This design comes from an exercise in tuning for small area, a short achievable clock period and few clock cycles on the open sky130 flow, not from production work. Function was checked by simulation only, so behaviour that the tests miss may differ from the original. Power and IR drop assume default switching activity.

==> flow/design.v <==
`timescale 1ns / 1ps
module write_batch_record_parser (
  input  logic                clk_i,
  input  logic                rst_ni,
  input  logic                in_valid_i,
  output logic                in_ready_o,
  input  logic [41:0]         in_data_i,
  output logic                out_valid_o,
  input  logic                out_ready_i,
  output logic [143:0]        out_data_o,
  input  logic                cfg_valid_i,
  output logic                cfg_ready_o,
  input  logic                cfg_index_i,
  input  logic [31:0]         cfg_data_i
);
  localparam logic [2:0] PhHeader = 3'd0;
  localparam logic [2:0] PhTag    = 3'd1;
  localparam logic [2:0] PhKeyLen = 3'd2;
  localparam logic [2:0] PhValLen = 3'd3;
  localparam logic [2:0] PhKey    = 3'd4;
  localparam logic [2:0] PhVal    = 3'd5;
  localparam logic [2:0] PhErrTag = 3'd6;
  localparam logic [2:0] PhErrLen = 3'd7;
  logic [7:0]  b;
  logic        bf, bl;
  logic [31:0] sp;
  assign b  = in_data_i[41:34];
  assign bf = in_data_i[33];
  assign bl = in_data_i[32];
  assign sp = in_data_i[31:0];
  logic [2:0]  phase_q, phase_n;
  logic        idle_q;
  logic [3:0]  cnt_q, cnt_n;
  logic [31:0] len_q;
  logic [31:0] diff_q;
  logic        dz_q;
  logic [63:0] rseq_q;
  logic [31:0] pos_q, pos_n;
  logic        lag_q;
  logic [31:0] rs_q;
  logic        rsp_q, rsp_d;   
  logic        ov_q;           
  logic        del_q, del_n, ddel_q;
  logic        vp_q;
  logic [31:0] file_q;
  logic        fzero_q, fresh_q;
  logic        hd_q, hn_q, hs_q;
  logic        sep_q;   
  logic        hd_d, hn_d, hs_d;
  logic        empty_q, single_q, behind_q;
  logic        acc_q;
  logic        hdone_q, lpz_q, hst_q, rl_q;
  logic        b0p_q;     
  logic [7:0]  byte_q;
  logic        fe_q, dk_q;
  logic        in_fire, upd, pop, pop_done, pos_mv;
  logic        emit_data, do_finish, do_after_key, hdr_end, seq_wr, cnt_wr;
  logic [31:0] len_new, len_pf;
  logic        len_ph;
  logic        len_new_zero, len_one, grp_zero;
  logic [2:0]  code;
  assign cfg_ready_o = 1'b1;
  assign out_valid_o = ov_q;
  assign in_ready_o  = out_ready_i && acc_q;
  assign in_fire     = in_valid_i && in_ready_o;
  assign upd         = in_fire && (bf || !idle_q);
  assign pop         = out_ready_i && ov_q;
  assign rsp_d       = upd && !behind_q && (bf || hdr_end);
  assign pop_done    = out_ready_i && !hd_q && hn_q;
  assign pos_mv      = upd && !bf && !behind_q;
  always_comb begin
    for (int i = 0; i < 32; i++) begin
      if (cnt_q == 4'(i / 7)) len_new[i] = b[i % 7];
      else if (cnt_q == 4'd0) len_new[i] = 1'b0;
      else len_new[i] = len_q[i];
    end
  end
  assign grp_zero     = (cnt_q == 4'd4) ? (b[3:0] == 4'd0) : (b[6:0] == 7'd0);
  assign len_new_zero = grp_zero && ((cnt_q == 4'd0) || (len_q == 32'd0));
  assign len_one      = (len_q == 32'd1);
  assign len_ph       = (phase_q == PhKeyLen) || (phase_q == PhValLen);
  assign len_pf       = (vp_q && !del_q && !fzero_q) ? file_q : 32'd0;
  always_comb begin
    phase_n = phase_q;
    cnt_n   = cnt_q;
    del_n   = del_q;
    seq_wr  = 1'b0;
    cnt_wr  = 1'b0;
    hdr_end = 1'b0;
    emit_data    = 1'b0;
    do_finish    = 1'b0;
    do_after_key = 1'b0;
    case (phase_q)
      PhHeader: begin
        cnt_n = cnt_q + 4'd1;
        if (cnt_q[3]) cnt_wr = 1'b1;
        else seq_wr = 1'b1;
        if (cnt_q == 4'd11) begin
          hdr_end = 1'b1;
          cnt_n   = 4'd0;
          phase_n = PhTag;
        end
      end
      PhTag: begin
        if (b[7:1] == 7'd0) begin
          del_n   = !b[0];
          phase_n = PhKeyLen;
        end else begin
          phase_n = PhErrTag;
        end
      end
      PhKeyLen, PhValLen: begin
        cnt_n = cnt_q + 4'd1;
        if (b[7]) begin
          if (cnt_q == 4'd4) phase_n = PhErrLen;
        end else begin
          cnt_n = 4'd0;
          if (phase_q == PhKeyLen) begin
            if (len_new_zero) do_after_key = 1'b1;
            else phase_n = PhKey;
          end else begin
            if (len_new_zero) do_finish = 1'b1;
            else phase_n = PhVal;
          end
        end
      end
      PhKey: begin
        emit_data = 1'b1;
        if (len_one) do_after_key = 1'b1;
      end
      PhVal: begin
        emit_data = !vp_q;
        if (len_one) do_finish = 1'b1;
      end
      default: ;
    endcase
    if (do_after_key) begin
      if (del_q) do_finish = 1'b1;
      else phase_n = PhValLen;
    end
    if (do_finish) begin
      phase_n = PhTag;
    end
  end
  assign pos_n = pos_q + (lag_q ? 32'd2 : 32'd1);
  logic [63:0] rseq_inc;
  logic [31:0] diff_dec;
  assign rseq_inc = rseq_q + {63'd0, pop_done};
  assign diff_dec = diff_q - {31'd0, pop_done};
  always_comb begin
    hd_d = hd_q;
    hn_d = hn_q;
    hs_d = hs_q;
    if (upd) begin
      hs_d = bl;
      hd_d = !bf && emit_data;
      hn_d = behind_q || (!bf && do_finish);
    end else if (pop) begin
      if (hd_q) hd_d = 1'b0;
      else if (hn_q) hn_d = 1'b0;
      else hs_d = 1'b0;
    end
  end
  always_ff @(posedge clk_i or negedge rst_ni) begin
    if (!rst_ni) begin
      phase_q  <= PhHeader;
      idle_q   <= 1'b0;
      cnt_q    <= '0;
      pos_q    <= '0;
      lag_q    <= 1'b0;
      vp_q     <= 1'b0;
      fzero_q  <= 1'b1;
      fresh_q  <= 1'b1;
      hd_q     <= 1'b0;
      hn_q     <= 1'b0;
      hs_q     <= 1'b0;
      sep_q    <= 1'b0;
      empty_q  <= 1'b1;
      ov_q     <= 1'b0;
      rsp_q    <= 1'b0;
      single_q <= 1'b0;
      behind_q <= 1'b0;
      acc_q    <= 1'b1;
      hdone_q  <= 1'b0;
      lpz_q    <= 1'b1;
      hst_q    <= 1'b1;
      rl_q     <= 1'b1;
      b0p_q    <= 1'b0;
    end else begin
      if (cfg_valid_i) begin
        if (cfg_index_i) fzero_q <= 1'b0;
        else vp_q <= cfg_data_i[0];
      end
      if (upd && (bf || hdr_end)) fresh_q <= 1'b0;
      if (upd && bf) pos_q <= sp;
      else if (pos_mv) pos_q <= pos_n;
      hd_q     <= hd_d;
      hn_q     <= hn_d;
      hs_q     <= hs_d;
      empty_q  <= !(hd_d || hn_d || hs_d);
      ov_q     <= (hd_d || hn_d || hs_d) && !rsp_d;
      rsp_q    <= rsp_d;
      single_q <= hd_d ? !(hn_d || hs_d) : (hn_d != hs_d);
      behind_q <= hd_d && hn_d && !hs_d;
      acc_q    <= !(hd_d || hn_d || hs_d) || ((hd_d ? !hs_d : (hn_d != hs_d)) && !rsp_d);
      hdone_q  <= !hd_d && hn_d;
      lpz_q    <= hd_d || (fresh_q && !(upd && (bf || hdr_end)));
      hst_q    <= !hd_d && !hn_d;
      rl_q     <= hd_d ? !(hn_d || hs_d) : (!hn_d || !hs_d || (upd ? behind_q : sep_q));
      if (upd && bf && behind_q) b0p_q <= 1'b1;
      else if (pop_done) b0p_q <= 1'b0;
      if (upd) begin
        idle_q <= bl;
        sep_q  <= behind_q;
        if (bf) begin
          phase_q <= PhHeader;
          cnt_q   <= 4'd1;
          lag_q   <= 1'b1;
        end else begin
          phase_q <= phase_n;
          cnt_q   <= cnt_n;
          lag_q <= behind_q;
        end
      end
    end
  end
  always_ff @(posedge clk_i) begin
    if (cfg_valid_i && cfg_index_i) file_q <= cfg_data_i;
    if (rsp_q || pop_done) rs_q <= pos_q;
    if (upd && !bf && (len_ph || phase_q == PhKey || phase_q == PhVal)) begin
      if (do_finish) len_q <= len_pf;
      else if (len_ph) len_q <= len_new;
      else len_q <= len_q - 32'd1;
    end
    if (upd && !bf && phase_q == PhTag) del_q <= !b[0];
    if (upd && !bf && do_finish) ddel_q <= del_q;
    if ((upd && !bf && emit_data) || (upd && bf && behind_q)) begin
      byte_q <= b;
      fe_q   <= len_one;
      dk_q   <= phase_q[0];
    end
    for (int k = 1; k < 8; k++) begin
      rseq_q[8*k +: 8] <= (upd && !bf && seq_wr && cnt_q[2:0] == 3'(k))
                          ? b : rseq_inc[8*k +: 8];
    end
    if (upd && (bf ? !behind_q : (seq_wr && cnt_q[2:0] == 3'd0))) rseq_q[7:0] <= b;
    else if (b0p_q && pop_done) rseq_q[7:0] <= byte_q;
    else rseq_q[7:0] <= rseq_inc[7:0];
    for (int k = 0; k < 4; k++) begin
      diff_q[8*k +: 8] <= (upd && !bf && cnt_wr && cnt_q[1:0] == 2'(k))
                          ? b : diff_dec[8*k +: 8];
    end
    if (upd && !bf && cnt_wr) begin
      dz_q <= (b == 8'd0) && (diff_q[23:0] == 24'd0);
    end else if (pop_done) begin
      dz_q <= (diff_q == 32'd1);
    end
  end
  always_comb begin
    case (phase_q)
      PhErrTag: code = 3'd4;
      PhHeader: code = 3'd1;
      PhTag:    code = dz_q ? 3'd0 : 3'd5;
      default:  code = del_q ? 3'd3 : 3'd2;
    endcase
  end
  logic head_done;
  assign head_done   = !hd_q && !hst_q;
  assign out_data_o[143]     = !hd_q;
  assign out_data_o[142]     = hd_q ? dk_q : !hn_q;
  assign out_data_o[141:134] = hd_q ? byte_q : 8'd0;
  assign out_data_o[133]     = hd_q && fe_q;
  assign out_data_o[132]     = hd_q ? del_q : (hn_q && ddel_q);
  assign out_data_o[131:100] = hdone_q ? rseq_q[63:32] : 32'd0;
  assign out_data_o[99:68]   = head_done ? rseq_q[31:0] : 32'd0;
  assign out_data_o[67:36]   = lpz_q ? 32'd0 : rs_q;
  assign out_data_o[35:4]    = hdone_q ? len_q : 32'd0;
  assign out_data_o[3:1]     = hst_q ? code : 3'd0;
  assign out_data_o[0]       = rl_q;
endmodule
clock: 7.0 ns
lec_check: 0
cap_margin: 5
core_margin: 2
core_utilization: 60
cts_cluster_diameter: 70
cts_cluster_size: 30
setup_slack_margin: 3.8
slew_margin: 5
standard.sh (not shown) runs the stock make flow with config.mk's settings and CLKGATE_MAP_FILE= SYNTH_SCRIPT=/design/flow/synth_recipe.tcl, a recipe that flattens the netlist after the stock synthesis.
==> flow/flow/run.sh <==
#!/bin/bash
# The standard layout, with the port buffers made of buf_1 cells instead of the
# cell buffer_ports picks by itself (a delay cell four times the area).
set -euo pipefail
export BUFFER_PORTS_ARGS="-buffer_cell sky130_fd_sc_hd__buf_1"
bash standard.sh > standard.log 2>&1
The first run produced a clean layout.
Testbench counts at the start, summed over its fixed seeds: cycles 79,187.
==> next run, changes <==
Settings changed: CAP_MARGIN 5 to 20, SLEW_MARGIN 5 to 20.
What happened:
- utilization barely changes
- via count came out higher by 0.65%
- sequential power is about the same
- setup slack stays flat
- global-route usage shrinks by 0.13 points
- maximum frequency barely changes
- wire length barely changes
- synthesized area does not change
- power came out lower by 0.48%

[port drivers added, routing unchanged]
The results above use ideal ports. As a check the final layouts listed here were re-extracted and re-timed, cells and wires unchanged.
Step 1, drivers: a clkbuf_16 drives clk_i and a buf_2 each remaining input, both assumed.
Step 2, shift: input delay + t, output delay - t, t = (earliest + latest rising clock arrival at the registers) / 2. This alone moves slack from input paths to output paths.
a / b / c = ideal ports / drivers / drivers and shift; a / b = the first two.
| run | shift t [ns] | slack for setup (ns) | worst setup path after step 2 | pins driven straight from the clock port |
|---|---|---|---|---|
| the first run | 0.556 | 3.806 / 3.758 / 3.355 | input to register | 1 |
| the second run | 0.554 | 3.808 / 3.769 / 3.353 | input to register | 1 |
After both steps setup and hold are still met in every run listed. The setup slack of the second run, which loses most, moves by -0.039 ns with the drivers and by -0.455 ns with both steps.
